Background: an optimization exercise with open tools, aiming at small area. Do not read the settings as production practice.
In this exercise RTL edits were held to simulation tests only and were not proved equivalent to the original.

`flow/run.sh`:
```
#!/bin/bash
# synth_recipe.tcl (not shown) runs the flow's synth.tcl, then flattens the netlist and writes it again
# the make line also repeats each setting of config.mk as NAME=value (left out here)
make -C /OpenROAD-flow-scripts/flow DESIGN_CONFIG=/design/flow/config.mk WORK_HOME=/design/flow/orfs CLKGATE_MAP_FILE= SYNTH_SCRIPT=/design/flow/synth_recipe.tcl finish
```
`flow/config.mk`:
```
export PLATFORM = sky130hd
export DESIGN_NAME = snake_top
export DESIGN_NICKNAME = snake_top
export VERILOG_FILES = /design/flow/design.v
export SDC_FILE = /design/flow/constraint.sdc
export NUM_CORES = 4
export LEC_CHECK = 0
export CAP_MARGIN = 20
export CORE_MARGIN = 2
export CORE_UTILIZATION = 40
export PLACE_DENSITY = 0.6
export SLEW_MARGIN = 20
```
`flow/constraint.sdc`:
```
create_clock -name core_clock -period 10.0 [get_ports {clk25}]
set_input_delay 2.0000 -clock core_clock [delete_from_list [all_inputs] [get_ports {clk25}]]
set_output_delay 2.0000 -clock core_clock [all_outputs]
set_load 0.01 [all_outputs]
```
`flow/design.v`:
```
`timescale 1ns/1ps
module key_decode (
    input  logic       clk25,
    input  logic       rst_n,
    input  logic       key_strobe,
    input  logic [7:0] key_code,
    output logic [2:0] turn,      
    output logic       restart
);
    localparam logic [1:0] DIR_UP    = 2'd0;
    localparam logic [1:0] DIR_DOWN  = 2'd1;
    localparam logic [1:0] DIR_LEFT  = 2'd2;
    localparam logic [1:0] DIR_RIGHT = 2'd3;
    logic       is_arrow;
    logic       is_restart;
    logic [1:0] key_dir;
    always_comb begin
        is_arrow = 1'b1;
        key_dir  = DIR_UP;
        case (key_code)
            8'h75:    key_dir = DIR_UP;
            8'h72:  key_dir = DIR_DOWN;
            8'h6B:  key_dir = DIR_LEFT;
            8'h74: key_dir = DIR_RIGHT;
            default:    is_arrow = 1'b0;
        endcase
    end
    assign is_restart = (key_code == 8'h29);
    always_ff @(posedge clk25 or negedge rst_n) begin
        if (!rst_n) begin
            turn    <= {1'b0, DIR_RIGHT};
            restart <= 1'b0;
        end else begin
            restart <= key_strobe && is_restart;   
            if (key_strobe && is_arrow) begin
                turn <= {1'b1, key_dir};
            end else if (key_strobe && is_restart) begin
                turn[2] <= 1'b0;
            end
        end
    end
endmodule
`timescale 1ns/1ps
module snake_execute (
    input  logic         clk25,
    input  logic         rst_n,
    input  logic         step,
    input  logic [2:0]   turn,      
    input  logic         restart,
    output logic [12:0]  head,
    output logic [5:0]   apple_x,
    output logic [5:0]   apple_y,
    output logic [3:0]   sc,        
    output logic [63:0]  uvec,      
    output logic [63:0]  vvec,
    output logic         dead
);
    localparam logic [1:0] DIR_UP    = 2'd0;
    localparam logic [1:0] DIR_DOWN  = 2'd1;
    localparam logic [1:0] DIR_LEFT  = 2'd2;
    localparam logic [1:0] DIR_RIGHT = 2'd3;
    logic [1:0]  dir;
    logic [1:0]  last_dir;
    logic [15:1] su, sv;        
    logic [15:2] lsu, lsv;      
    logic [5:0]  step_mod_x;
    logic [5:0]  step_mod_y;
    logic [6:0]  head_x;
    logic [5:0]  head_y;
    logic [12:0] head_nxt;
    logic        eat, grow, turn_ok, move;
    logic [15:0] cz;            
    assign su[1]      = ~last_dir[0];
    assign sv[1]      = last_dir[0] ^ last_dir[1];
    assign su[15:2]   = lsu;
    assign sv[15:2]   = lsv;
    function automatic integer wid(input integer i);
        wid = (i < 2) ? 1 : (i < 4) ? 2 : (i < 8) ? 3 : 4;
    endfunction
    assign uvec[3:0] = 4'd0;
    assign vvec[3:0] = 4'd0;
    assign cz[0]     = 1'b0;
    genvar g, k;
    generate
        for (g = 1; g < 16; g++) begin : chain
            localparam integer W = wid(g);
            logic [W-1:0] up, vp, ui, vi, cu, cv;
            assign up = uvec[4*(g-1) +: W];    
            assign vp = vvec[4*(g-1) +: W];
            for (k = 0; k < W; k++) begin : b
                if (g % 2 == 1) begin : dec
                    if (k == 0) begin : l
                        assign cu[k] = ~su[g];
                        assign cv[k] = ~sv[g];
                    end else begin : h
                        assign cu[k] = ~su[g] & ~(|up[k-1:0]);
                        assign cv[k] = ~sv[g] & ~(|vp[k-1:0]);
                    end
                end else begin : inc
                    if (k == 0) begin : l
                        assign cu[k] = su[g];
                        assign cv[k] = sv[g];
                    end else begin : h
                        assign cu[k] = su[g] & (&up[k-1:0]);
                        assign cv[k] = sv[g] & (&vp[k-1:0]);
                    end
                end
            end
            assign ui = up ^ cu;
            assign vi = vp ^ cv;
            if (W < 4) begin : ext
                assign uvec[4*g +: 4] = {{(4 - W){ui[W-1]}}, ui};
                assign vvec[4*g +: 4] = {{(4 - W){vi[W-1]}}, vi};
            end else begin : noext
                assign uvec[4*g +: 4] = ui;
                assign vvec[4*g +: 4] = vi;
            end
            if (g % 2 == 0) begin : z
                assign cz[g] = (ui == '0) && (vi == '0) && (g < 4 || sc > 4'(g - 4));
            end else begin : nz
                assign cz[g] = 1'b0;
            end
        end
    endgenerate
    assign head_x = head[6:0];
    assign head_y = head[12:7];
    assign dead = head_x[6] || (head_y[5] && head_y[4]) || (|cz);
    logic       x_en, y_en, dn;
    logic [6:0] x_c, y_c_full;
    logic [5:0] y_c;
    assign dn   = ~dir[0];
    assign x_en = dir[1];
    assign y_en = ~dir[1];
    always_comb begin
        x_c[0] = x_en;
        for (int k = 1; k < 7; k++) x_c[k] = x_c[k-1] & (head_x[k-1] ^ dn);
        y_c[0] = y_en;
        for (int k = 1; k < 6; k++) y_c[k] = y_c[k-1] & (head_y[k-1] ^ dn);
    end
    assign head_nxt = {head_y ^ y_c, head_x ^ x_c};
    assign eat     = (head_x == {1'b0, apple_x}) && (head_y == apple_y);
    assign grow    = eat && !(sc[3] && sc[2]);         
    assign turn_ok = turn[2] && (turn[1] != last_dir[1]);
    assign move    = step && !dead;
    logic x_wrap, y_wrap;
    assign x_wrap = &step_mod_x[5:1];
    assign y_wrap = step_mod_y[5] && step_mod_y[3] && step_mod_y[2] && step_mod_y[1];
    always_ff @(posedge clk25 or negedge rst_n) begin
        if (!rst_n) begin
            head       <= {6'd0, 7'd3};
            lsu[3:2]   <= 2'b00;    
            lsv[3:2]   <= 2'b00;
            sc         <= 4'd0;
            dir        <= DIR_RIGHT;
            last_dir   <= DIR_RIGHT;
            apple_x    <= 6'(6);
            apple_y    <= 6'(0);
            step_mod_x <= '0;
            step_mod_y <= '0;
        end else if (restart) begin
            head       <= {6'd0, 7'd3};
            lsu[3:2]   <= 2'b00;
            lsv[3:2]   <= 2'b00;
            sc         <= 4'd0;
            dir        <= DIR_RIGHT;
            last_dir   <= DIR_RIGHT;
            apple_x    <= 6'(6);
            apple_y    <= 6'(0);
            step_mod_x <= '0;
            step_mod_y <= '0;
        end else begin
            if (turn_ok) begin
                dir <= turn[1:0];
            end
            if (step) begin
                step_mod_x <= x_wrap ? 6'd0 : step_mod_x + 6'd1;
                step_mod_y <= y_wrap ? 6'd0 : step_mod_y + 6'd1;
            end
            if (move) begin
                head     <= head_nxt;
                last_dir <= dir;
                lsu[3:2] <= su[2:1];
                lsv[3:2] <= sv[2:1];
                if (grow) begin
                    sc <= sc + 4'd1;
                end
                if (eat) begin
                    apple_x <= step_mod_x;
                    apple_y <= step_mod_y;
                end
            end
        end
    end
    always_ff @(posedge clk25) begin
        if (move && !restart) begin
            lsu[15:4] <= su[14:3];
            lsv[15:4] <= sv[14:3];
        end
    end
endmodule
`timescale 1ns/1ps
module pixel_result (
    input  logic         clk25,
    input  logic         rst_n,
    input  logic [19:0]  pix,      
    input  logic [12:0]  head,
    input  logic [5:0]   apple_x,
    input  logic [5:0]   apple_y,
    input  logic [3:0]   sc,
    input  logic [63:0]  uvec,
    input  logic [63:0]  vvec,
    output logic [1:0]   q         
);
    logic [9:0]  px;
    logic [9:0]  py;
    logic [5:0]  cx, cy;
    logic        on_board;
    logic [6:0]  dx;
    logic [5:0]  dy;
    logic        fit;
    logic [5:0]  du, dv;
    logic [4:0]  hu, hv;         
    logic [4:1]  fu, fv;         
    logic [15:0] m;
    logic        hit_snake, hit_apple;
    assign px = pix[19:10];
    assign py = pix[9:0];
    always_comb begin
        cx = 6'(px / 10'(10));
        cy = 6'(py / 10'(10));
    end
    assign on_board = (px < 10'(64 * 10))
                   && (py < 10'(48 * 10));
    assign dx  = {1'b0, cx} - head[6:0];
    assign dy  = cy - head[12:7];
    assign fit = (dx[6:4] == 3'b000 || dx[6:4] == 3'b111)
              && (dy[5:4] == 2'b00  || dy[5:4] == 2'b11);
    assign du  = {dx[4], dx[4:0]} + {dy[4], dy[4:0]};
    assign dv  = {dx[4], dx[4:0]} - {dy[4], dy[4:0]};
    assign hu  = du[5:1];
    assign hv  = dv[5:1];
    genvar w;
    generate
        for (w = 1; w <= 4; w++) begin : fits
            assign fu[w] = (hu[4:w-1] == '0) || (hu[4:w-1] == '1);
            assign fv[w] = (hv[4:w-1] == '0) || (hv[4:w-1] == '1);
        end
    endgenerate
    function automatic integer wid(input integer i);
        wid = (i < 2) ? 1 : (i < 4) ? 2 : (i < 8) ? 3 : 4;
    endfunction
    assign m[0] = (dx == '0) && (dy == '0);
    genvar g;
    generate
        for (g = 1; g < 16; g++) begin : cmp
            localparam integer W = wid(g);
            assign m[g] = (du[0] == 1'(g % 2)) && fu[W] && fv[W]
                       && (hu[W-1:0] == uvec[4*g +: W])
                       && (hv[W-1:0] == vvec[4*g +: W])
                       && (g < 4 || sc > 4'(g - 4));
        end
    endgenerate
    assign hit_snake = fit && (|m);
    assign hit_apple = (cx == apple_x) && (cy == apple_y);
    always_ff @(posedge clk25 or negedge rst_n) begin
        if (!rst_n) begin
            q <= 2'b00;
        end else begin
            q[1] <= on_board && !hit_snake;
            q[0] <= on_board && (hit_snake || !hit_apple);
        end
    end
endmodule
`timescale 1ns/1ps
module snake_top (
    input  logic        clk25,
    input  logic        rst_n,
    input  logic        key_strobe,
    input  logic [7:0]  key_code,
    input  logic        step,
    input  logic [19:0] pix,
    output logic [11:0] rgb,
    output logic [12:0] head,
    output logic [12:0] apple,
    output logic [6:0]  score,
    output logic        dead
);
    logic [2:0]  turn;
    logic        restart;
    logic [5:0]  apple_x, apple_y;
    logic [3:0]  sc;
    logic [63:0] uvec, vvec;
    logic [1:0]  q;
    key_decode i_key_decode (
        .clk25      (clk25),
        .rst_n      (rst_n),
        .key_strobe (key_strobe),
        .key_code   (key_code),
        .turn       (turn),
        .restart    (restart)
    );
    snake_execute i_snake_execute (
        .clk25   (clk25),
        .rst_n   (rst_n),
        .step    (step),
        .turn    (turn),
        .restart (restart),
        .head    (head),
        .apple_x (apple_x),
        .apple_y (apple_y),
        .sc      (sc),
        .uvec    (uvec),
        .vvec    (vvec),
        .dead    (dead)
    );
    pixel_result i_pixel_result (
        .clk25   (clk25),
        .rst_n   (rst_n),
        .pix     (pix),
        .head    (head),
        .apple_x (apple_x),
        .apple_y (apple_y),
        .sc      (sc),
        .uvec    (uvec),
        .vvec    (vvec),
        .q       (q)
    );
    assign apple = {apple_y, 1'b0, apple_x};
    assign score = {3'b000, sc};
    assign rgb   = {{4{q[1] & q[0]}}, {4{q[1]}}, {4{q[0]}}};
endmodule
```
==> results.tsv, run 1 <==
metric	value	unit
nets	1385	
status	finished clean	
r2r_setup_slack	1880	ps
drt_iter0_drc	558	
routedWlPerCell	17.4	microns
post-dp-hpwl	21800	microns
cp_max_fo	5	
nFillCells	2527	
placed_area	11200	sq um
final_hold_viol_count	0	
start_kind	flop	
multi_input_area	7480	sq um
cpPeakStageDelay	630	ps
wl	28300	microns
worst_slew_pin_slew	753	ps
reg2reg_depth	33	
gp_congestion	0.879	
seq_area	2110	sq um
rsz0062_at_grt	yes	
synth_top_flop_cell	dfrtp_1	
crit_slowest_cell	dfstp_2	
required	8000	ps
fin_skew	14.6	ps
ctsHoldBuffers	0	
maxSlewHeadroom	0.498	
portBuffers	71	
worst-setup-path-type	flop to output port	
cp-end-kind	output port	
grtUsageTotal	0.217	
die_x	163	microns
use_met2	0.363	
final_max_slew_viol_count	0	
met3_usage	0.0353	
grt-busiest-layer	met2	
cts_max_level	3	
cts_root_buffer	clkbuf_16	
clock_latency	360	ps
cts.reportedPaths.clkPinSlew	80	ps
firstDrtPassIters	5	
cts.sinks	79	
pre_cts_ws	351	ps
synthesis.instances	1238	
die_h	163	microns
grt_pass1_wl	45700	microns
rows	58	
max_freq	104	MHz
holdPathStages	0	
ys_types	105	
cap_violations	0	
drc_errors	0	
mostFrequentLayoutCell	xnor2_1	
final_area	11600	sq um
period_share	0.963	
cts-buffers-inserted	9	
use_met1	0.293	
synth_area	10200	sq um
antenna_found_initial	0	
hold_start	i_snake_execute.lsu[14]$_DFFE_PP_	
layout_min_cycle_time	9630	ps
grt-ovfl-total	0	
synthArstFlopShare	0.696	
placed_cells	1607	
worst_hold_path_type	flop to flop	
ys_seq_area_frac	0.208	
stdcell_count	1625	
antenna_cells	0	
cts.path.max_buffers	2	
finalWorstSetupSlack	368	ps
min_to	i_snake_execute.lsu[15]$_DFFE_PP_	
io_pins	78	
grt_max_degree	57	
grt_pass1_vias	8617	
dieArea	26700	sq um
mostFrequentLayoutCells	107 x xnor2_1, 97 x nor2_1, 86 x inv_1, 79 x nand2_1, 70 x clkdlybuf4s50_1	
core_area	25000	sq um
crit_top_cell	inv_1	
timing.critical_path.from	i_snake_execute.last_dir[1]$_DFFE_PN1P_	
via_count	9151	
arrival	7630	ps
ant_nets	0	
post-route-util	0.463	
worstReg2RegEnd	i_snake_execute.lsv[6]$_DFFE_PP_	
tritoncts	done	
synth_warnings	3	
synth_edf_count	24	
avgSynthCellArea	8.20	sq um
start_util	0.406	
routed_via_density	5.63	
reg2reg_from	i_snake_execute.last_dir[1]$_DFFE_PN1P_	
synthToLayoutAreaGrowth	14.2	%
synth_seq_cells	79	
drive_above_1_share	0.0988	
setup_violations	0	
Yosys cell counts (all sizes together), types with 5 or more instances:
library cell / instances / area [sq um]
o31ai: 8 / 60.1
ha: 57 / 713
a31oi: 20 / 140
a22oi: 5 / 37.5
o211ai: 5 / 37.5
nor4: 25 / 156
o32a: 5 / 50.1
inv: 88 / 330
a21oi: 52 / 260
o221ai: 5 / 50.0
nand2: 79 / 297
nand3: 39 / 195
dfrtp: 45 / 1130
a21boi: 6 / 45.1
o22ai: 6 / 37.5
dfstp: 10 / 263
or4: 14 / 109
nor3: 60 / 305
or3: 6 / 37.5
edfxtp: 24 / 721
and3: 10 / 62.6
a21o: 7 / 52.6
nor3b: 12 / 106
nor2: 101 / 382
clkbuf: 41 / 154
mux2i: 27 / 270
o21bai: 7 / 52.6
a211o: 6 / 52.6
o21ai: 56 / 284
buf: 27 / 184
xnor2: 117 / 1090
xor2: 54 / 488
a211oi: 10 / 80.1
and2: 11 / 68.8
or2: 6 / 37.5
nand2b: 33 / 214
nand4: 18 / 113
mux2: 15 / 176
fa: 6 / 120
o311ai: 7 / 61.3
xnor3: 12 / 273
nand3b: 6 / 45.0
nor2b: 21 / 131
worst max-delay path by stage:
stage                               endpoint  slack (ps)  depth (start not counted)
2_1_floorplan                           dead        1330                         28
3_3_place_gp   i_pixel_result.q[1]$_DFF_PN0_         350                         32
3_5_place_dp   i_pixel_result.q[0]$_DFF_PN0_         350                         32
4_1_cts                                 dead          50                         29
5_1_grt                                 dead         -60                         29
6_report                                dead         370                         30
state kept, by name (all words and copies together) (netlist names):
name and flops:
i_snake_execute.lsu 14, i_key_decode.turn 3, i_snake_execute.sc 4, i_snake_execute.apple_y 6
i_snake_execute.last_dir 2, i_snake_execute.apple_x 6, i_key_decode.restart 1, i_snake_execute.dir 2
i_snake_execute.head 13, i_snake_execute.lsv 14, i_snake_execute.step_mod_x 6, i_snake_execute.step_mod_y 6
i_pixel_result.q 2
metal layers:
metal,up-vias,share of wire,wire length (microns)
met5,-,0,0
met4,0,0.016,461
met3,31,0.047,1330
met2,197,0.47,13200
met1,4381,0.47,13300
li1,4542,-,-
worst max-delay path, delay by kind of cell, from the launching register on:
family	cells	cell delay [ps]
compound gates	3	650
fa+ha+maj	11	3750
simple gates	3	640
flops	1	630
xor+xnor	3	570
buf+inv	10	1030
layout make-up:
class | count | share of cell area
clock buffer | 9 | 0.0194
clock inverter | 7 | 0.00647
inverter | 88 | 0.0285
multi-input combinational | 1006 | 0.645
sequential | 79 | 0.182
tap | 330 | 0.0356
timing repair buffer | 106 | 0.0835
metrics by stage:
step / TNS, ps / hold WS, ps
floorplan: 0 / 449
global placement: 0 / 483
detailed placement: 0 / 484
CTS: 0 / 504
global route: -55.3 / 508
finish: 0 / 502
logic make-up after synthesis:
group / count (synthesis) / synth area share
and+or+nand+nor: 452 / 0.233
AOI/OAI and AO/OA: 257 / 0.179
xor gates and xnor gates: 184 / 0.184
buffers and inverters: 156 / 0.0658
DFF: 79 / 0.208
adders and majority gates: 67 / 0.0860
muxes: 42 / 0.0440
other: 1 / 0.000369
what timing repair did:
action | CTS | global route
resized for setup | 0 | 18
endpoints found under the setup margin | 0 | 2
setup buffers | 0 | 2
==> inputs of run 2 (changes only) <==
==> flow/flow/run.sh (new file) <==
#!/bin/bash
# ORFS layout through standard.sh, with these changes to how it is made:
#  - synthesis: ABC maps the pixel path (pix -> rgb registers) for delay and
#    everything else for area (abc_pix.script, abc_area.script, ABC_AREA 1);
#  - port buffers are buf_1 cells;
#  - CTS inserts no dummy loads.
set -uo pipefail
rm -rf scripts_mod
cp -r "$FLOW_HOME/scripts" scripts_mod
cp flow/abc_area.script flow/abc_pix.script scripts_mod/
python3 flow/patch_synth.py scripts_mod/synth.tcl > patch.log 2>&1 || exit 1
export SCRIPTS_DIR=$PWD/scripts_mod
export BUFFER_PORTS_ARGS="-buffer_cell sky130_fd_sc_hd__buf_1"
export CTS_ARGS="-sink_clustering_enable -repair_clock_nets -dont_use_dummy_load"
bash standard.sh > standard.log 2>&1
==> flow/flow/abc_area.script (new file) <==
strash
dch
amap
topo
stime -c
==> flow/flow/abc_pix.script (new file) <==
strash
dch
map -D 2000
topo
==> flow/flow/patch_synth.py (new file) <==
# Patch a copy of ORFS's synth.tcl: map the logic in the pixel input's cone
# (pix -> rgb registers) with a delay-driven ABC script first, then the rest
# with the area script.
import sys
p = sys.argv[1]
s = open(p).read()
old = "  log_cmd abc {*}$abc_args\n"
new = '''  set a_pix [lreplace $abc_args 1 1 $::env(SCRIPTS_DIR)/abc_pix.script]
  select -set pixl w:pix %co* t:sky130_fd_sc_hd__* %d
  log_cmd abc {*}$a_pix @pixl
  select -clear
  log_cmd abc {*}$abc_args
'''
assert s.count(old) == 1
open(p, 'w').write(s.replace(old, new))
==> flow/standard.sh (new file) <==
#!/bin/bash
# synth_recipe.tcl (not shown) runs the flow's synth.tcl, then flattens the netlist and writes it again
# the make line also repeats each setting of config.mk as NAME=value (left out here)
make -C /OpenROAD-flow-scripts/flow DESIGN_CONFIG=/design/flow/config.mk WORK_HOME=/design/flow/orfs CLKGATE_MAP_FILE= SYNTH_SCRIPT=/design/flow/synth_recipe.tcl "${@:-finish}"
--- a/flow/config.mk
+++ b/flow/config.mk
@@ -5,6 +5,7 @@
 export SDC_FILE = /design/flow/constraint.sdc
 export NUM_CORES = 4
 export LEC_CHECK = 0
+export ABC_AREA = 1
 export CAP_MARGIN = 20
 export CORE_MARGIN = 2
 export CORE_UTILIZATION = 40
removed: flow/run.sh
==> results.tsv, run 2 <==
metric	value	unit
status	finished clean	
firstDrtPassIters	5	
worst_slew_pin_slew	733	ps
synth_edf_count	24	
worstReg2RegEnd	i_snake_execute.apple_x[0]$_DFFE_PN0P_	
synthTopCellsByCount	199 x clkinv_1, 144 x nand2_1, 141 x nor2_1, 74 x a21oi_1, 74 x o21ai_0	
antenna_found_initial	0	
cp_max_fo	7	
ys_seq_area_frac	0.260	
min_to	i_snake_execute.lsu[8]$_DFFE_PP_	
cts.path.max_buffers	2	
routed_via_density	5.39	
pre_cts_ws	276	ps
cts_max_level	3	
seq_area	2110	sq um
core_area	20000	sq um
gp_congestion	0.849	
grt_max_degree	56	
tritoncts	done	
drt_iter0_drc	407	
required	8000	ps
die_x	146	microns
r2r_setup_slack	1020	ps
grtUsageTotal	0.216	
avgSynthCellArea	7.13	sq um
synth_top_flop_cell	dfrtp_1	
final_area	9370	sq um
drc_errors	0	
synthTopCellsByArea	dfrtp_1 14%, clkinv_1 9.2%, edfxtp_1 8.9%, ha_1 8.8%, nand2_1 6.7%	
finalWorstSetupSlack	434	ps
arrival	7570	ps
drive_above_1_share	0.0839	
ys_types	58	
cts.sinks	79	
worst_hold_path_type	flop to flop	
wl	23200	microns
die_h	146	microns
layout_min_cycle_time	9570	ps
antenna_cells	0	
final_max_slew_viol_count	0	
start_util	0.405	
synthToLayoutAreaGrowth	15.6	%
nets	1361	
yosysTopAreaCell	dfrtp_1	
maxSlewHeadroom	0.511	
worst-setup-path-type	flop to output port	
top_regs	i_snake_execute.lsu: 14 flops, i_snake_execute.lsv: 14 flops, i_snake_execute.head: 13 flops	
placed_area	9050	sq um
cp-end-kind	output port	
routedWlPerCell	15.2	microns
portBuffers	71	
start_kind	flop	
setup_violations	0	
grt_pass1_vias	7555	
mostFrequentLayoutCell	clkinv_1	
fin_skew	20.8	ps
io_pins	78	
post-dp-hpwl	18400	microns
synth_area	8110	sq um
synth_warnings	3	
ctsHoldBuffers	0	
cts-buffers-inserted	9	
via_count	8263	
rows	52	
synth_seq_cells	79	
mostFrequentLayoutCells	199 x clkinv_1, 143 x nand2_1, 138 x nor2_1, 70 x buf_1, 69 x a21oi_1	
synthesis.instances	1138	
synth_most_common_cell	clkinv_1	
crit_buf_inv	12	
crit_family	adder cells	
holdPathStages	0	
cts.reportedPaths.clkPinSlew	70	ps
dieArea	21400	sq um
synthArstFlopShare	0.696	
crit_top_cell	clkinv_1	
reg2reg_from	i_snake_execute.last_dir[0]$_DFFE_PN1P_	
nFillCells	2121	
period_share	0.957	
clock_latency	350	ps
post-route-util	0.468	
cap_violations	0	
synth_top_cell_area_share	0.139	
crit_slowest_cell	dfstp_2	
multi_input_area	5270	sq um
fin_tns_setup	0	ps
grt-ovfl-total	0	
max_freq	105	MHz
grt_pass1_wl	37800	microns
final_hold_viol_count	0	
hold_start	i_snake_execute.lsu[7]$_DFFE_PP_	
cts_root_buffer	clkbuf_16	
reg2reg_depth	39	
cpPeakStageDelay	610	ps
ant_nets	0	
==> run 2: changes by cell type after synthesis, moves of 32 or more <==
cell      delta
clkinv_1   +199
inv_1       -86
xnor2_1     -80
nand2_1     +65
clkbuf_1    -41
nor2_1      +41
nor3_1      -38
nand2b_1    -32
==> run 2: stage by stage <==
stage	instances	hold WS [ps]
finish	1534	483
global route	1534	494
CTS	1533	486
detailed placement	1524	472
global placement	1524	475
floorplan	1141	457
==> run 2: worst max-delay path by stage <==
stage                     depth (start not counted)                             to                                     from
after global routing                             30                           dead  i_snake_execute.last_dir[0]$_DFFE_PN1P_
after floorplan                                  43  i_pixel_result.q[0]$_DFF_PN0_                                  pix[18]
after CTS                                        31                           dead  i_snake_execute.last_dir[0]$_DFFE_PN1P_
final                                            32                           dead  i_snake_execute.last_dir[0]$_DFFE_PN1P_
after detailed placement                         48  i_pixel_result.q[0]$_DFF_PN0_                                   pix[8]
after global placement                           48  i_pixel_result.q[0]$_DFF_PN0_                                   pix[8]
==> run 2: cells by family (layout without fill, tap and decap cells) <==
kind of cell	after synthesis	in the layout	share of synthesized area
xor gates and xnor gates	64	64	0.0713
AOI/OAI and AO/OA	294	294	0.230
other	1	4	0.000462
muxes	2	2	0.00262
and+or+nand+nor	423	423	0.228
buffers and inverters	212	335	0.104
DFF	79	79	0.260
adders and majority gates	63	63	0.103
==> run 2: repair_timing <==
item                                    4_1_cts  5_1_grt
buffers inserted                              0        1
resized for setup                             1       22
endpoints found under the setup margin        1        5
pin swaps                                     0        3
==> run 2: layout make-up <==
| type | count | share of cell area |
|---|---|---|
| tap | 270 | 0.0360 |
| multi-input combinational | 850 | 0.562 |
| sequential | 79 | 0.225 |
| timing repair buffer | 127 | 0.0734 |
| inverter | 199 | 0.0797 |
| clock buffer | 9 | 0.0240 |
==> run 2: per-layer routing <==
| layer | up-vias | routed length, microns | track usage |
|---|---|---|---|
| met5 | - | 0 | 0 |
| met4 | 0 | 322 | 0.0476 |
| met3 | 22 | 1220 | 0.0350 |
| met2 | 192 | 10800 | 0.366 |
| met1 | 3805 | 10900 | 0.292 |
| li1 | 4244 | - | - |
==> inputs of run 3 (changes only) <==
--- a/flow/design.v
+++ b/flow/design.v
@@ -129,8 +129,8 @@
     logic [6:0] x_c, y_c_full;
     logic [5:0] y_c;
     assign dn   = ~dir[0];
-    assign x_en = dir[1];
-    assign y_en = ~dir[1];
+    assign x_en = move & dir[1];
+    assign y_en = move & ~dir[1];
     always_comb begin
         x_c[0] = x_en;
         for (int k = 1; k < 7; k++) x_c[k] = x_c[k-1] & (head_x[k-1] ^ dn);
@@ -176,8 +176,8 @@
                 step_mod_x <= x_wrap ? 6'd0 : step_mod_x + 6'd1;
                 step_mod_y <= y_wrap ? 6'd0 : step_mod_y + 6'd1;
             end
+            head <= head_nxt;             
             if (move) begin
-                head     <= head_nxt;
                 last_dir <= dir;
                 lsu[3:2] <= su[2:1];
                 lsv[3:2] <= sv[2:1];
==> results.tsv, run 3 <==
metric	value	unit
setup_violations	0	
grtUsageTotal	0.208	
gp_congestion	0.867	
whs	479	ps
synthArstFlopShare	0.696	
synth_top_family_by_area	compound AO/OA/AOI/OAI gates	
tritoncts	done	
cap_violations	0	
timing.critical_path.from	i_snake_execute.last_dir[0]$_DFFE_PN1P_	
finalWorstSetupSlack	353	ps
routed_via_density	5.37	
fin_skew	23.1	ps
routedWlPerCell	15.2	microns
drt_iter0_drc	378	
worst_slew_pin_slew	1090	ps
synth_area	8080	sq um
synthTopCellsByArea	dfrtp_1 14%, clkinv_1 9.3%, edfxtp_1 8.9%, ha_1 8.8%, nand2_1 6.7%	
grt_pass1_wl	36200	microns
worst-setup-path-type	flop to output port	
reg2reg_from	i_snake_execute.last_dir[0]$_DFFE_PN1P_	
dieArea	21300	sq um
final_hold_viol_count	0	
die_h	146	microns
cts.sinks	79	
pre_cts_ws	414	ps
synthMuxAreaShare	0	
start_kind	flop	
layout_min_cycle_time	9650	ps
antenna_found_initial	0	
cts.reportedPaths.clkPinSlew	60	ps
final_area	9160	sq um
top_regs	i_snake_execute.lsu: 14 flops, i_snake_execute.lsv: 14 flops, i_snake_execute.head: 13 flops	
maxSlewHeadroom	0.257	
io_pins	78	
antenna_cells	0	
drc_errors	0	
ys_seq_area_frac	0.261	
synth_seq_cells	79	
clock_latency	360	ps
period_share	0.965	
cts.path.max_buffers	2	
ys_types	62	
mostFrequentLayoutCells	200 x clkinv_1, 143 x nand2_1, 115 x nor2_1, 69 x buf_1, 56 x o21ai_0	
avgSynthCellArea	7.30	sq um
synth_most_common_cell	clkinv_1	
synth_compound_gate_area_share	0.235	
cp-end-kind	output port	
nFillCells	2050	
ctsHoldBuffers	0	
drive_above_1_share	0.0719	
die_x	146	microns
synthesis.instances	1107	
grt-ovfl-total	0	
placed_cells	1463	
nets	1307	
cts-buffers-inserted	9	
status	finished clean	
synth_xor_area_frac	0.0802	
synth_edf_count	24	
firstDrtPassIters	5	
hold_start	i_snake_execute.lsv[5]$_DFFE_PP_	
max_freq	104	MHz
cts_max_level	3	
synthToLayoutAreaGrowth	13.4	%
stdcell_count	1475	
via_count	7920	
grt_max_degree	56	
rows	51	
placed_area	8820	sq um
final_max_slew_viol_count	0	
mostFrequentLayoutCell	clkinv_1	
synthSimpleGateAreaFrac	0.214	
synth_fa_ha_area_frac	0.103	
worst_hold_path_type	flop to flop	
synthTopCellsByCount	201 x clkinv_1, 144 x nand2_1, 118 x nor2_1, 66 x o21ai_0, 59 x a21oi_1	
post-dp-hpwl	17500	microns
grt_pass1_vias	7236	
crit_slowest_cell	dfstp_2	
synth_top_flop_cell	dfrtp_1	
yosysTopAreaCell	dfrtp_1	
required	8000	ps
ant_nets	0	
start_util	0.411	
wl	22400	microns
core_area	19700	sq um
synth_top_cell_area_share	0.139	
cpPeakStageDelay	600	ps
arrival	7650	ps
synth_warnings	3	
portBuffers	71	
cp_max_fo	6	
cts_root_buffer	clkbuf_16	
## run 3: cell count changes after synthesis, sizes merged, moves of 6 or more
cell,change
a21oi,-15
a221oi,+6
nand4,-7
nor2,-23
o21ai,-8
## run 3: metrics by stage
step / setup TNS, ps / utilization
2_1_floorplan: 0 / -
3_3_place_gp: 0 / 0.449
3_5_place_dp: 0 / 0.449
4_1_cts: 0 / 0.460
5_1_grt: -92.7 / 0.466
6_report: 0 / 0.466
## run 3: worst max-delay path: cells and delay by family, from the launching register on
kind,cells,cell delay [ps]
fa+ha+maj,12,3910
buf+inv,13,1550
compound gates,4,720
flops,1,600
simple gates,2,520
## run 3: metal layers
metal / vias up / wire length (microns) / track usage
li1: 4114 / - / -
met1: 3592 / 10400 / 0.274
met2: 182 / 10700 / 0.362
met3: 32 / 919 / 0.0297
met4: 0 / 377 / 0.0495
met5: - / 0 / 0
## run 3: final timing paths
path	endpoint	slack, ps	depth (start not counted)
hold reg to reg	i_snake_execute.lsv[6]$_DFFE_PP_	480	0
min in group asynchronous	i_snake_execute.step_mod_y[3]$_DFFE_PN0P_	1770	2
setup / recovery	dead	350	31
max in group asynchronous	i_snake_execute.head[5]$_DFF_PN0_	7710	2
hold / removal	i_snake_execute.lsv[6]$_DFFE_PP_	480	0
setup reg to reg	i_snake_execute.head[5]$_DFF_PN0_	660	46
## run 3: cell families (layout without fill, tap and decap cells)
kind of cell	count (synthesis)	after routing
AND/OR/NAND/NOR	394	394
AO/OA/AOI/OAI	286	286
buffers and inverters	214	314
flip-flops	79	79
XOR/XNOR	70	70
adder cells (fa/ha/maj)	63	63
other	1	4
## run 3: layout make-up
class                           instances  area, sq um  share of cell area
Clock buffer                            9          225              0.0246
Tap cell                              265          332              0.0362
Multi-Input combinational cell        817         5220               0.570
Sequential cell                        79         2110               0.230
Inverter                              201          754              0.0824
Timing Repair Buffer                  104          517              0.0564
## run 3: timing repair
action / in CTS / in global routing
setup endpoints to repair: 1 / 6
resized for setup: 1 / 28
buffers inserted: 0 / 3
==> inputs of run 4 (changes only) <==
--- a/flow/config.mk
+++ b/flow/config.mk
@@ -9,5 +9,7 @@
 export CAP_MARGIN = 20
 export CORE_MARGIN = 2
 export CORE_UTILIZATION = 40
+export CTS_BUF_LIST = sky130_fd_sc_hd__clkbuf_8
+export GPL_TIMING_DRIVEN = 0
 export PLACE_DENSITY = 0.6
 export SLEW_MARGIN = 20
==> results.tsv, run 4 <==
metric	value	unit
arrival	7510	ps
antenna_cells	0	
die_x	146	microns
rows	51	
cts_max_level	3	
start_util	0.411	
multi_input_area	5410	sq um
drt_iter0_drc	379	
nFillCells	1996	
die_h	146	microns
wl	22600	microns
layout_min_cycle_time	9510	ps
worst-setup-path-type	flop to output port	
cp_max_fo	6	
avgSynthCellArea	7.30	sq um
required	8000	ps
ant_nets	0	
fin_skew	18.0	ps
clock_latency	350	ps
post-route-util	0.476	
max_freq	105	MHz
antenna_found_initial	0	
ys_types	62	
gp_congestion	0.873	
grt_pass1_wl	36600	microns
synthToLayoutAreaGrowth	15.7	%
status	finished clean	
cts-buffers-inserted	9	
worst_slew_pin_slew	1060	ps
synth_edf_count	24	
pre_cts_ws	-810	ps
synthTopCellsByCount	201 x clkinv_1, 144 x nand2_1, 118 x nor2_1, 66 x o21ai_0, 59 x a21oi_1	
crit_top_cell	clkinv_1	
period_share	0.951	
io_pins	78	
synthTopCellsByArea	dfrtp_1 14%, clkinv_1 9.3%, edfxtp_1 8.9%, ha_1 8.8%, nand2_1 6.7%	
nets	1296	
grt-ovfl-total	0	
cap_violations	0	
grt_max_degree	30	
yosysTopAreaCell	dfrtp_1	
routedWlPerCell	15.4	microns
ys_seq_area_frac	0.261	
dieArea	21300	sq um
grtUsageTotal	0.211	
drive_above_1_share	0.0909	
finalWorstSetupSlack	494	ps
synth_top_cell_area_share	0.139	
grt_pass1_vias	7475	
firstDrtPassIters	5	
crit_slowest_cell	dfstp_2	
top_regs	i_snake_execute.lsu: 14 flops, i_snake_execute.lsv: 14 flops, i_snake_execute.head: 13 flops	
synthArstFlopShare	0.696	
portBuffers	71	
mostFrequentLayoutCells	193 x clkinv_1, 143 x nand2_1, 110 x nor2_1, 69 x buf_1, 53 x a21oi_1	
cpPeakStageDelay	600	ps
synth_seq_cells	79	
start_kind	flop	
setup_violations	0	
final_hold_viol_count	0	
synthesis.instances	1107	
cts.reportedPaths.clkPinSlew	60	ps
maxSlewHeadroom	0.276	
mostFrequentLayoutCell	clkinv_1	
cts_root_buffer	clkbuf_16	
core_area	19700	sq um
whs	459	ps
tritoncts	done	
worst_hold_path_type	flop to flop	
seq_area	2110	sq um
routed_via_density	5.43	
synth_top_flop_cell	dfrtp_1	
cts.sinks	79	
cts.path.max_buffers	2	
via_count	7951	
final_max_slew_viol_count	0	
post-dp-hpwl	17700	microns
synth_area	8080	sq um
synth_warnings	3	
drc_errors	0	
synth_most_common_cell	clkinv_1	
cp-end-kind	output port	
==> run 4: cell types whose count changed in the layout (fill, tap and decap cells not counted), moves of 4 or more <==
cell,delta
buf_4,-17
clkinv_1,-7
inv_2,+4
nor2_1,-5
nor2_2,+4
o21ai_0,-4
==> run 4: through the flow <==
stage,std cells,setup TNS (ps),area (sq um)
3_5_place_dp,1452,-3010,8820
3_3_place_gp,1446,-16170,8690
6_report,1464,0,9350
4_1_cts,1462,0,9100
5_1_grt,1464,-83.5,9350
2_1_floorplan,1110,0,8090
==> run 4: cell families (layout without fill, tap and decap cells) <==
kind of cell	Yosys count	in the layout	synth area share
compound gates	286	286	0.235
xor+xnor	70	70	0.0802
fa+ha+maj	63	63	0.103
buf+inv	214	303	0.105
flops	79	79	0.261
other cells	1	4	0.000464
simple gates	394	394	0.214
==> run 4: path summary, 6_finish.rpt <==
check / start / to / slack [ps] / cells past startpoint
worst min-delay path: i_snake_execute.lsv[5]$_DFFE_PP_ / i_snake_execute.lsv[6]$_DFFE_PP_ / 460 / 0
worst max-delay path: i_snake_execute.last_dir[0]$_DFFE_PN1P_ / dead / 490 / 31
min in group asynchronous: rst_n / i_snake_execute.step_mod_y[5]$_DFFE_PN0P_ / 1480 / 1
worst min register to register: i_snake_execute.lsv[5]$_DFFE_PP_ / i_snake_execute.lsv[6]$_DFFE_PP_ / 460 / 0
max in group asynchronous: rst_n / i_snake_execute.dir[0]$_DFFE_PN1P_ / 7840 / 3
worst max register to register: i_snake_execute.last_dir[0]$_DFFE_PN1P_ / i_snake_execute.head[5]$_DFF_PN0_ / 740 / 41
==> run 4: worst max-delay path: cells and delay by family (launching register included) <==
kind / cells / cell delay [ps]
adder cells (fa/ha/maj): 12 / 3800
buffers and inverters: 12 / 1420
AO/OA/AOI/OAI: 4 / 1060
flip-flops: 1 / 600
AND/OR/NAND/NOR: 3 / 290
==> run 4: area by class of cell <==
type                    count  area share
well taps                 265      0.0355
plain buffers              13      0.0104
clock buffers               9      0.0241
inverters                 201      0.0817
flip-flops and latches     79       0.226
multi-input cells         817       0.579
repair buffers             80      0.0432
==> run 4: timing repair <==
item / CTS / global route
setup buffers: 1 / 2
gates resized for setup: 10 / 61
endpoints found under the setup margin: 8 / 24
pin swaps: 2 / 3
gates cloned: 0 / 0
hold buffers: 0 / 0
==> run 4: per-layer routing <==
metal	track usage	vias to the layer above	wire (microns)
li1	-	4087	-
met1	0.269	3675	10300
met2	0.369	152	10900
met3	0.0328	37	851
met4	0.0612	0	508
met5	0	-	0
==> inputs of run 5 (changes only) <==
--- a/flow/design.v
+++ b/flow/design.v
@@ -51,6 +51,7 @@
     output logic [5:0]   apple_x,
     output logic [5:0]   apple_y,
     output logic [3:0]   sc,        
+    output logic [15:0]  lmask,     
     output logic [63:0]  uvec,      
     output logic [63:0]  vvec,
     output logic         dead
@@ -74,6 +75,31 @@
     assign sv[1]      = last_dir[0] ^ last_dir[1];
     assign su[15:2]   = lsu;
     assign sv[15:2]   = lsv;
+    function automatic logic [5:0] inc6(input logic [5:0] x);
+        logic c;
+        c = 1'b1;
+        for (int k = 0; k < 6; k++) begin
+            inc6[k] = x[k] ^ c;
+            c = c & x[k];
+        end
+    endfunction
+    always_comb begin
+        case (sc)
+            4'd0:    lmask = 16'h000F;
+            4'd1:    lmask = 16'h001F;
+            4'd2:    lmask = 16'h003F;
+            4'd3:    lmask = 16'h007F;
+            4'd4:    lmask = 16'h00FF;
+            4'd5:    lmask = 16'h01FF;
+            4'd6:    lmask = 16'h03FF;
+            4'd7:    lmask = 16'h07FF;
+            4'd8:    lmask = 16'h0FFF;
+            4'd9:    lmask = 16'h1FFF;
+            4'd10:   lmask = 16'h3FFF;
+            4'd11:   lmask = 16'h7FFF;
+            default: lmask = 16'hFFFF;
+        endcase
+    end
     function automatic integer wid(input integer i);
         wid = (i < 2) ? 1 : (i < 4) ? 2 : (i < 8) ? 3 : 4;
     endfunction
@@ -116,7 +142,7 @@
                 assign vvec[4*g +: 4] = vi;
             end
             if (g % 2 == 0) begin : z
-                assign cz[g] = (ui == '0) && (vi == '0) && (g < 4 || sc > 4'(g - 4));
+                assign cz[g] = (ui == '0) && (vi == '0) && lmask[g];
             end else begin : nz
                 assign cz[g] = 1'b0;
             end
@@ -173,8 +199,8 @@
                 dir <= turn[1:0];
             end
             if (step) begin
-                step_mod_x <= x_wrap ? 6'd0 : step_mod_x + 6'd1;
-                step_mod_y <= y_wrap ? 6'd0 : step_mod_y + 6'd1;
+                step_mod_x <= x_wrap ? 6'd0 : inc6(step_mod_x);
+                step_mod_y <= y_wrap ? 6'd0 : inc6(step_mod_y);
             end
             head <= head_nxt;             
             if (move) begin
@@ -182,7 +208,7 @@
                 lsu[3:2] <= su[2:1];
                 lsv[3:2] <= sv[2:1];
                 if (grow) begin
-                    sc <= sc + 4'd1;
+                    sc <= {sc[3] ^ (&sc[2:0]), sc[2] ^ (&sc[1:0]), sc[1] ^ sc[0], ~sc[0]};
                 end
                 if (eat) begin
                     apple_x <= step_mod_x;
@@ -199,46 +225,55 @@
     end
 endmodule
 `timescale 1ns/1ps
-module pixel_result (
-    input  logic         clk25,
-    input  logic         rst_n,
+module pixel_front (
     input  logic [19:0]  pix,      
     input  logic [12:0]  head,
-    input  logic [5:0]   apple_x,
-    input  logic [5:0]   apple_y,
-    input  logic [3:0]   sc,
-    input  logic [63:0]  uvec,
-    input  logic [63:0]  vvec,
-    output logic [1:0]   q         
+    output logic         on_board,
+    output logic [5:0]   cx,
+    output logic [5:0]   cy,
+    output logic         fit,      
+    output logic         z0,       
+    output logic         par,      
+    output logic [4:0]   hu,
+    output logic [4:0]   hv,
+    output logic [4:1]   fu,       
+    output logic [4:1]   fv
 );
     logic [9:0]  px;
     logic [9:0]  py;
-    logic [5:0]  cx, cy;
-    logic        on_board;
     logic [6:0]  dx;
     logic [5:0]  dy;
-    logic        fit;
     logic [5:0]  du, dv;
-    logic [4:0]  hu, hv;         
-    logic [4:1]  fu, fv;         
-    logic [15:0] m;
-    logic        hit_snake, hit_apple;
     assign px = pix[19:10];
     assign py = pix[9:0];
     always_comb begin
         cx = 6'(px / 10'(10));
         cy = 6'(py / 10'(10));
     end
-    assign on_board = (px < 10'(64 * 10))
-                   && (py < 10'(48 * 10));
-    assign dx  = {1'b0, cx} - head[6:0];
-    assign dy  = cy - head[12:7];
+    assign on_board = !(px[9] && (px[8] || px[7]))
+                   && !(py[9] || (&py[8:5]));
+    function automatic logic [6:0] radd(input logic [6:0] a, input logic [6:0] b, input logic ci);
+        logic c;
+        c = ci;
+        for (int k = 0; k < 7; k++) begin
+            radd[k] = a[k] ^ b[k] ^ c;
+            c = (a[k] & b[k]) | (c & (a[k] ^ b[k]));
+        end
+    endfunction
+    logic [6:0] dy7, du7, dv7;
+    assign dx  = radd({1'b0, cx}, ~head[6:0], 1'b1);
+    assign dy7 = radd({1'b0, cy}, {1'b1, ~head[12:7]}, 1'b1);
+    assign dy  = dy7[5:0];
     assign fit = (dx[6:4] == 3'b000 || dx[6:4] == 3'b111)
               && (dy[5:4] == 2'b00  || dy[5:4] == 2'b11);
-    assign du  = {dx[4], dx[4:0]} + {dy[4], dy[4:0]};
-    assign dv  = {dx[4], dx[4:0]} - {dy[4], dy[4:0]};
+    assign du7 = radd({2'b00, dx[4], dx[4:0]}, {2'b00, dy[4], dy[4:0]}, 1'b0);
+    assign dv7 = radd({2'b00, dx[4], dx[4:0]}, {2'b11, ~dy[4], ~dy[4:0]}, 1'b1);
+    assign du  = du7[5:0];
+    assign dv  = dv7[5:0];
     assign hu  = du[5:1];
     assign hv  = dv[5:1];
+    assign par = du[0];
+    assign z0  = (dx == '0) && (dy == '0);
     genvar w;
     generate
         for (w = 1; w <= 4; w++) begin : fits
@@ -246,18 +281,52 @@
             assign fv[w] = (hv[4:w-1] == '0) || (hv[4:w-1] == '1);
         end
     endgenerate
+endmodule
+module pixel_result (
+    input  logic         clk25,
+    input  logic         rst_n,
+    input  logic [19:0]  pix,      
+    input  logic [12:0]  head,
+    input  logic [5:0]   apple_x,
+    input  logic [5:0]   apple_y,
+    input  logic [15:0]  lmask,    
+    input  logic [63:0]  uvec,
+    input  logic [63:0]  vvec,
+    output logic [1:0]   q         
+);
+    logic        on_board;
+    logic [5:0]  cx, cy;
+    logic        fit, z0, par;
+    logic [4:0]  hu, hv;
+    logic [4:1]  fu, fv;
+    logic [15:0] m;
+    logic        hit_snake, hit_apple;
+    pixel_front i_front (
+        .pix       (pix),
+        .head      (head),
+        .on_board  (on_board),
+        .cx        (cx),
+        .cy        (cy),
+        .fit       (fit),
+        .z0        (z0),
+        .par       (par),
+        .hu        (hu),
+        .hv        (hv),
+        .fu        (fu),
+        .fv        (fv)
+    );
     function automatic integer wid(input integer i);
         wid = (i < 2) ? 1 : (i < 4) ? 2 : (i < 8) ? 3 : 4;
     endfunction
-    assign m[0] = (dx == '0) && (dy == '0);
+    assign m[0] = z0;
     genvar g;
     generate
         for (g = 1; g < 16; g++) begin : cmp
             localparam integer W = wid(g);
-            assign m[g] = (du[0] == 1'(g % 2)) && fu[W] && fv[W]
+            assign m[g] = (par == 1'(g % 2)) && fu[W] && fv[W]
                        && (hu[W-1:0] == uvec[4*g +: W])
                        && (hv[W-1:0] == vvec[4*g +: W])
-                       && (g < 4 || sc > 4'(g - 4));
+                       && lmask[g];
         end
     endgenerate
     assign hit_snake = fit && (|m);
@@ -289,6 +358,7 @@
     logic        restart;
     logic [5:0]  apple_x, apple_y;
     logic [3:0]  sc;
+    logic [15:0] lmask;
     logic [63:0] uvec, vvec;
     logic [1:0]  q;
     key_decode i_key_decode (
@@ -309,6 +379,7 @@
         .apple_x (apple_x),
         .apple_y (apple_y),
         .sc      (sc),
+        .lmask   (lmask),
         .uvec    (uvec),
         .vvec    (vvec),
         .dead    (dead)
@@ -320,7 +391,7 @@
         .head    (head),
         .apple_x (apple_x),
         .apple_y (apple_y),
-        .sc      (sc),
+        .lmask   (lmask),
         .uvec    (uvec),
         .vvec    (vvec),
         .q       (q)
--- a/flow/config.mk
+++ b/flow/config.mk
@@ -9,7 +9,5 @@
 export CAP_MARGIN = 20
 export CORE_MARGIN = 2
 export CORE_UTILIZATION = 40
-export CTS_BUF_LIST = sky130_fd_sc_hd__clkbuf_8
-export GPL_TIMING_DRIVEN = 0
 export PLACE_DENSITY = 0.6
 export SLEW_MARGIN = 20
==> results.tsv, run 5 <==
metric	value	unit
synth_warnings	4	
drt_iter0_drc	522	
synth_most_common_cell	clkinv_1	
grt_max_degree	56	
synthToLayoutAreaGrowth	16.4	%
routedWlPerCell	15.3	microns
final_hold_viol_count	0	
cts.reportedPaths.clkPinSlew	60	ps
firstDrtPassIters	5	
cts_max_level	3	
synth_area	7930	sq um
cp_max_fo	6	
fin_tns_setup	0	ps
core_area	19500	sq um
drive_above_1_share	0.0942	
yosysTopAreaCell	dfrtp_1	
antenna_found_initial	0	
synthesis.instances	1087	
portBuffers	71	
final_max_slew_viol_count	0	
grtUsageTotal	0.220	
finalWorstSetupSlack	550	ps
nets	1311	
synth_edf_count	24	
reg2reg_from	i_snake_execute.last_dir[0]$_DFFE_PN1P_	
final_area	9230	sq um
die_x	145	microns
antenna_cells	0	
worst-setup-path-type	flop to output port	
synth_top_cell_area_share	0.142	
via_count	7921	
arrival	7450	ps
rows	51	
mostFrequentLayoutCells	223 x clkinv_1, 123 x nand2_1, 116 x nor2_1, 70 x buf_1, 53 x buf_4	
worst_slew_pin_slew	728	ps
cts_root_buffer	clkbuf_16	
maxSlewHeadroom	0.515	
post-route-util	0.474	
routed_via_density	5.37	
drc_errors	0	
top_regs	i_snake_execute.lsu: 14 flops, i_snake_execute.lsv: 14 flops, i_snake_execute.head: 13 flops	
cts.sinks	79	
synth_seq_cells	79	
layout_min_cycle_time	9450	ps
required	8000	ps
cpPeakStageDelay	590	ps
gp_congestion	0.896	
ys_seq_area_frac	0.266	
hold_start	i_snake_execute.lsv[5]$_DFFE_PP_	
setup_violations	0	
synthTopCellsByArea	dfrtp_1 14%, clkinv_1 11%, edfxtp_1 9.1%, ha_1 7.6%, nand2_1 6.0%	
grt-ovfl-total	0	
placed_cells	1461	
crit_top_cell	clkinv_1	
cts.path.max_buffers	2	
start_kind	flop	
period_share	0.945	
synthArstFlopShare	0.696	
cap_violations	0	
avgSynthCellArea	7.29	sq um
tritoncts	done	
synth_top_flop_cell	dfrtp_1	
pre_cts_ws	-105	ps
start_util	0.407	
dieArea	21000	sq um
crit_slowest_cell	dfstp_2	
ant_nets	0	
stdcell_count	1475	
die_h	145	microns
post-dp-hpwl	17800	microns
worst_hold_path_type	flop to flop	
placed_area	8800	sq um
whs	454	ps
cp-end-kind	output port	
io_pins	78	
status	finished clean	
wl	22600	microns
ctsHoldBuffers	0	
grt_pass1_vias	7353	
synthTopCellsByCount	226 x clkinv_1, 126 x nand2_1, 117 x nor2_1, 64 x o21ai_0, 58 x a21oi_1	
grt_pass1_wl	36100	microns
fin_skew	19.0	ps
timing.critical_path.from	i_snake_execute.last_dir[0]$_DFFE_PN1P_	
clock_latency	360	ps
mostFrequentLayoutCell	clkinv_1	
cts-buffers-inserted	9	
ys_types	50	
max_freq	106	MHz
[run 5: layer usage]
layer,vias up,track usage,share of wire
li1,4058,-,-
met5,-,0,0
met1,3647,0.283,0.45
met2,183,0.372,0.48
met4,0,0.0715,0.022
met3,33,0.0418,0.048
[run 5: cell families after synthesis]
family | after synthesis | share of synthesized area
buf+inv | 239 | 0.119
other cells | 1 | 0.000473
xor+xnor | 48 | 0.0552
flops | 79 | 0.266
simple gates | 388 | 0.220
fa+ha+maj | 67 | 0.124
compound gates | 265 | 0.216
[run 5: area by class of cell]
class	instances	area [sq um]
multi-input cells	772	5040
flip-flops and latches	79	2110
repair buffers	124	666
well taps	265	332
clock buffers	9	225
fillers	2006	10200
inverters	226	852
[run 5: path summary, 6_finish.rpt]
kind | to | slack (ps) | cells past startpoint
min reg2reg | i_snake_execute.lsv[6]$_DFFE_PP_ | 450 | 0
min | i_snake_execute.lsv[6]$_DFFE_PP_ | 450 | 0
max reg2reg | i_snake_execute.head[6]$_DFF_PN0_ | 900 | 46
max in group asynchronous | i_key_decode.restart$_DFF_PN0_ | 7720 | 2
min in group asynchronous | i_snake_execute.step_mod_x[3]$_DFFE_PN0P_ | 1780 | 2
max | dead | 550 | 32
[run 5: repair_timing]
action                                  4_1_cts  5_1_grt
buffers inserted                              0        5
gates resized for setup                       0       50
endpoints found under the setup margin        0        7
[run 5: worst max-delay path, delay by kind of cell, from the launching register on]
kind,cells,cell delay [ps]
AO/OA/AOI/OAI,7,1510
adder cells (fa/ha/maj),7,2240
buffers and inverters,9,1300
flip-flops,1,590
AND/OR/NAND/NOR,9,1470
==> inputs of run 6 (changes only) <==
==> flow/flow/abc_pix.script (replaced) <==
strash
dch
map -D 1800
topo
==> results.tsv, run 6 <==
metric	value	unit
clock_latency	360	ps
cts_root_buffer	clkbuf_16	
cap_violations	0	
grt_pass1_vias	7651	
crit_slowest_cell	dfstp_2	
min_to	i_snake_execute.lsv[6]$_DFFE_PP_	
fin_tns_setup	0	ps
status	finished clean	
ys_seq_area_frac	0.259	
drt_iter0_drc	466	
synth_most_common_cell	clkinv_1	
die_h	147	microns
routed_via_density	5.45	
layout_min_cycle_time	9440	ps
fin_skew	24.0	ps
pre_cts_ws	30.2	ps
period_share	0.944	
holdPathStages	0	
cp-end-kind	output port	
antenna_cells	0	
cts.sinks	79	
via_count	8156	
routedWlPerCell	15.3	microns
worst_hold_path_type	flop to flop	
dieArea	21600	sq um
cts-buffers-inserted	9	
r2r_setup_slack	1030	ps
start_util	0.406	
required	8000	ps
top_regs	i_snake_execute.lsu: 14 flops, i_snake_execute.lsv: 14 flops, i_snake_execute.head: 13 flops	
synth_area	8160	sq um
cp_num_cells	31	
grt_pass1_wl	37900	microns
synthesis.instances	1126	
worst_slew_pin_slew	798	ps
setup_violations	0	
avgSynthCellArea	7.25	sq um
reg2reg_depth	44	
worstReg2RegEnd	i_pixel_result.q[0]$_DFF_PN0_	
mostFrequentLayoutCell	clkinv_1	
worst-setup-path-type	flop to output port	
max_freq	106	MHz
cpPeakStageDelay	590	ps
arrival	7440	ps
wl	22900	microns
synthTopCellsByCount	225 x clkinv_1, 125 x nand2_1, 117 x nor2_1, 68 x nand3_1, 66 x a21oi_1	
synth_edf_count	24	
synthTopCellsByArea	dfrtp_1 14%, clkinv_1 10%, edfxtp_1 8.8%, ha_1 7.4%, nand2_1 5.8%	
yosysTopAreaCell	dfrtp_1	
hold_start	i_snake_execute.lsv[5]$_DFFE_PP_	
mostFrequentLayoutCells	225 x clkinv_1, 124 x nand2_1, 116 x nor2_1, 67 x buf_1	
post-dp-hpwl	17900	microns
start_kind	flop	
drive_above_1_share	0.0685	
grtUsageTotal	0.216	
firstDrtPassIters	7	
ant_nets	0	
ctsHoldBuffers	0	
cts_max_level	3	
synth_seq_cells	79	
tritoncts	done	
core_area	20100	sq um
portBuffers	71	
synth_top_cell_area_share	0.138	
post-route-util	0.459	
ys_types	54	
gp_congestion	0.870	
cts.reportedPaths.clkPinSlew	50	ps
cts.path.max_buffers	2	
final_hold_viol_count	0	
antenna_found_initial	0	
cp_max_fo	6	
rsz0062_at_grt	no	
crit_family	adder cells	
synth_top_flop_cell	dfrtp_1	
finalWorstSetupSlack	561	ps
synthArstFlopShare	0.696	
io_pins	78	
rows	52	
final_max_slew_viol_count	0	
drc_errors	0	
maxSlewHeadroom	0.468	
grt-ovfl-total	0	
synth_warnings	4	
grt_max_degree	56	
crit_buf_inv	12	
reg2reg_from	i_snake_execute.last_dir[0]$_DFFE_PN1P_	
nets	1328	
synthToLayoutAreaGrowth	13.2	%
die_x	147	microns
-- run 6: cell count changes after synthesis, sizes merged, moves of 4 or more --
cell,change
a21boi,+6
a21oi,+8
nand3,+13
nand4,+9
nor3,+6
o2111ai,-5
o21bai,+4
-- run 6: layout make-up --
cell class | count | area, sq um
Timing Repair Buffer | 102 | 504
Inverter | 225 | 845
Multi-Input combinational cell | 812 | 5210
Sequential cell | 79 | 2110
Tap cell | 270 | 338
Fill cell | 2105 | 10900
Clock buffer | 9 | 225
-- run 6: cell families after synthesis --
group | synth area share
simple gates | 0.235
compound gates | 0.216
buf+inv | 0.115
flops | 0.259
fa+ha+maj | 0.120
xor+xnor | 0.0547
other cells | 0.000460
-- run 6: how the worst max path moves through the flow --
stage                                          endpoint                               startpoint  slack (ps)
after floorplan           i_pixel_result.q[0]$_DFF_PN0_                                   pix[9]         570
after global placement    i_pixel_result.q[0]$_DFF_PN0_                                   pix[7]          90
after detailed placement  i_pixel_result.q[0]$_DFF_PN0_                                   pix[7]          30
after CTS                                          dead  i_snake_execute.last_dir[0]$_DFFE_PN1P_         160
after global routing      i_pixel_result.q[0]$_DFF_PN0_                                   pix[7]          20
final                                              dead  i_snake_execute.last_dir[0]$_DFFE_PN1P_         560
-- run 6: metal layers --
metal,share of wire,routed length [microns],vias up,global-route usage
met5,0,0,-,0
met4,0.024,558,0,0.0626
met3,0.047,1080,36,0.0332
met1,0.46,10600,3771,0.289
met2,0.47,10700,199,0.362
li1,-,-,4150,-
-- run 6: metrics by stage --
stage          hold slack, ps  instance area [sq um]  instances
6_report                  465                   9240       1497
3_3_place_gp              443                   8910       1487
3_5_place_dp              455                   8910       1487
2_1_floorplan             435                   8170       1129
4_1_cts                   468                   9130       1496
5_1_grt                   489                   9240       1497
-- run 6: repair_timing --
| action | in CTS | in global routing |
|---|---|---|
| setup endpoints to repair | 0 | 5 |
| gates resized for setup | 0 | 33 |
| hold endpoints to repair | 0 | 0 |
| buffers inserted | 0 | 1 |
==> inputs of run 7 (changes only) <==
==> flow/flow/run.sh (replaced) <==
#!/bin/bash
# ORFS layout through standard.sh, with these changes to how it is made:
#  - synthesis: ABC maps the pixel path (pix -> rgb registers) for delay and
#    everything else for area (abc_pix.script, abc_area.script, ABC_AREA 1);
#  - port buffers are buf_1 cells;
#  - CTS inserts no dummy loads and uses clkbuf_4/clkbuf_8 buffers.
set -uo pipefail
rm -rf scripts_mod
cp -r "$FLOW_HOME/scripts" scripts_mod
cp flow/abc_area.script flow/abc_pix.script scripts_mod/
python3 flow/patch_synth.py scripts_mod/synth.tcl > patch.log 2>&1 || exit 1
export SCRIPTS_DIR=$PWD/scripts_mod
export BUFFER_PORTS_ARGS="-buffer_cell sky130_fd_sc_hd__buf_1"
export CTS_ARGS="-sink_clustering_enable -repair_clock_nets -dont_use_dummy_load -buf_list {sky130_fd_sc_hd__clkbuf_4 sky130_fd_sc_hd__clkbuf_8} -root_buf sky130_fd_sc_hd__clkbuf_8"
bash standard.sh > standard.log 2>&1
==> flow/flow/abc_pix.script (replaced) <==
strash
dch
map -D 2000
topo
--- a/flow/config.mk
+++ b/flow/config.mk
@@ -6,8 +6,8 @@
 export NUM_CORES = 4
 export LEC_CHECK = 0
 export ABC_AREA = 1
-export CAP_MARGIN = 20
+export CAP_MARGIN = 0
 export CORE_MARGIN = 2
 export CORE_UTILIZATION = 40
 export PLACE_DENSITY = 0.6
-export SLEW_MARGIN = 20
+export SLEW_MARGIN = 0
==> results.tsv, run 7 <==
metric	value	unit
status	finished clean	
cpPeakStageDelay	500	ps
timing.critical_path.from	pix[19]	
synthTopCellsByArea	dfrtp_1 14%, clkinv_1 11%, edfxtp_1 9.1%, ha_1 7.6%, nand2_1 6.0%	
routed_via_density	5.36	
layout_min_cycle_time	9370	ps
setup_violations	0	
synthToLayoutAreaGrowth	14.9	%
firstDrtPassIters	5	
post-dp-hpwl	17800	microns
ys_types	50	
grt_pass1_wl	36000	microns
antenna_found_initial	0	
seq_area	2110	sq um
synthTopCellsByCount	226 x clkinv_1, 126 x nand2_1, 117 x nor2_1, 64 x o21ai_0, 58 x a21oi_1	
synth_seq_cells	79	
synthArstFlopShare	0.696	
period_share	0.937	
synthesis.instances	1087	
wl	22500	microns
cp_max_fo	5	
dieArea	21000	sq um
synth_most_common_cell	clkinv_1	
wl_met2	10700	microns
crit_top_cell	clkinv_1	
cts_max_level	3	
ys_seq_area_frac	0.266	
cp-end-kind	flop	
cts.sinks	79	
portBuffers	71	
wl_met1	10200	microns
mostFrequentLayoutCells	222 x clkinv_1, 124 x nand2_1, 116 x nor2_1, 70 x buf_1, 53 x buf_4	
final_hold_viol_count	0	
gp_congestion	0.896	
arrival	9620	ps
crit_slowest_cell	fa_1	
via_count	7901	
worst_slew_pin_slew	726	ps
grt-ovfl-total	0	
synth_area	7930	sq um
io_pins	78	
cap_violations	0	
cts.reportedPaths.clkPinSlew	70	ps
synth_top_flop_cell	dfrtp_1	
avgSynthCellArea	7.29	sq um
die_x	145	microns
hold_start	i_snake_execute.lsv[5]$_DFFE_PP_	
drive_above_1_share	0.0917	
required	10250	ps
die_h	145	microns
worst-setup-path-type	input port to flop	
maxSlewHeadroom	0.516	
top_regs	i_snake_execute.lsu: 14 flops, i_snake_execute.lsv: 14 flops, i_snake_execute.head: 13 flops	
pre_cts_ws	-105	ps
ant_nets	0	
drc_errors	0	
antenna_cells	0	
drt_iter0_drc	563	
worst_hold_path_type	flop to flop	
clock_latency	390	ps
finalWorstSetupSlack	627	ps
rows	51	
cts-buffers-inserted	9	
wl_met3	1070	microns
grt_pass1_vias	7348	
fin_skew	32.7	ps
synth_warnings	4	
cts.path.max_buffers	2	
final_max_slew_viol_count	0	
routedWlPerCell	15.3	microns
multi_input_area	5030	sq um
synth_top_cell_area_share	0.142	
start_util	0.407	
mostFrequentLayoutCell	clkinv_1	
grtUsageTotal	0.219	
cts_root_buffer	clkbuf_8	
start_kind	input port	
max_freq	107	MHz
reg2reg_from	i_snake_execute.last_dir[0]$_DFFE_PN1P_	
grt_max_degree	56	
nFillCells	2014	
tritoncts	done	
synth_edf_count	24	
core_area	19500	sq um
yosysTopAreaCell	dfrtp_1	
nets	1311	
top_layer_used	met4	
run 7: cell types whose count changed after synthesis, moves of 3 or more:
cell       before  now
a211oi_1       10    7
xor2_1         24   27
a21boi_0        6    0
nand3_1        68   55
o2111ai_1       3    8
o21a_1          4    7
a21o_2          5    2
a21oi_1        66   58
nor3_1         28   22
nand4_1        41   32
o21bai_1        4    0
run 7: final timing paths:
check                                                       endpoint  slack, ps  cells past startpoint
setup / recovery                       i_pixel_result.q[0]$_DFF_PN0_        630                     43
hold / removal                      i_snake_execute.lsv[6]$_DFFE_PP_        460                      0
setup reg to reg                   i_snake_execute.head[6]$_DFF_PN0_        970                     45
hold reg to reg                     i_snake_execute.lsv[6]$_DFFE_PP_        460                      0
max in group asynchronous             i_key_decode.restart$_DFF_PN0_       7750                      2
min in group asynchronous  i_snake_execute.step_mod_x[3]$_DFFE_PN0P_       1740                      2
run 7: through the flow:
stage | util | instances | TNS (ps) | area (sq um) | hold slack, ps
final | 0.468 | 1475 | 0 | 9110 | 458
after global routing | 0.468 | 1475 | -64.0 | 9110 | 480
after CTS | 0.459 | 1470 | 0 | 8930 | 461
after detailed placement | 0.452 | 1461 | -105 | 8800 | 445
after global placement | 0.452 | 1461 | -95.8 | 8800 | 444
after floorplan | - | 1090 | 0 | 7940 | 435
run 7: final cells by class:
type / count / area share
well taps: 265 / 0.0364
multi-input cells: 772 / 0.552
repair buffers: 124 / 0.0731
flip-flops and latches: 79 / 0.232
clock buffers: 9 / 0.0136
inverters: 226 / 0.0935
run 7: worst max-delay path: cells and delay by family:
family	cells	cell delay, ps
AOI/OAI and AO/OA	7	1210
adders and majority gates	7	2650
buffers and inverters	8	1060
and+or+nand+nor	21	2690
run 7: what timing repair did:
item	CTS	global route
endpoints found under the setup margin	0	7
gates resized for setup	0	47
setup buffers	0	5
hold buffers	0	0
run 7: layer usage:
layer  track usage  vias to the layer above
li1              -                     4061
met1         0.282                     3625
met2         0.372                      179
met3        0.0467                       36
met4        0.0623                        0
met5             0                        -
run 7: cell families (layout without fill, tap and decap cells):
group | count (synthesis) | count (layout) | synth area share
flip-flops | 79 | 79 | 0.266
AO/OA/AOI/OAI | 265 | 265 | 0.216
other | 1 | 4 | 0.000473
AND/OR/NAND/NOR | 388 | 388 | 0.220
adder cells (fa/ha/maj) | 67 | 67 | 0.124
XOR/XNOR | 48 | 48 | 0.0552
buffers and inverters | 239 | 359 | 0.119

what the ideal ports hide:
The results above use ideal ports. As a check the final layouts listed here were re-extracted and re-timed, cells and wires unchanged.
Step 1 sets driving cells, clkbuf_16 on the clock port and buf_2 on the other inputs (assumed; they add their load-dependent delay and slew).
Step 2 times the ports against the registers' clock, not the clock port: input delays grow and output delays shrink by t, the midpoint of the rising clock arrivals with the driver on.
a / b / c = no drivers / after step 1 / after step 2; a / b = the first two.
run | shift t [ns] | setup WS [ns] | hold slack, ns
run 1 | 0.399 | 0.368 / 0.321 / 0.343 | 0.502 / 0.502 / 0.502
run 2 | 0.389 | 0.434 / 0.388 / 0.350 | 0.483 / 0.483 / 0.483
run 3 | 0.389 | 0.353 / 0.310 / 0.550 | 0.479 / 0.479 / 0.479
run 4 | 0.381 | 0.494 / 0.453 / 0.395 | 0.459 / 0.459 / 0.459
run 5 | 0.390 | 0.550 / 0.509 / 0.202 | 0.454 / 0.454 / 0.454
run 6 | 0.391 | 0.561 / 0.514 / 0.308 | 0.465 / 0.465 / 0.465
run 7 | 0.417 | 0.627 / 0.584 / 0.231 | 0.458 / 0.458 / 0.458
After both steps every run listed still meets setup and hold. For run 7, which loses most, drivers alone change the setup slack by -0.043 ns; drivers and shift together by -0.396 ns.
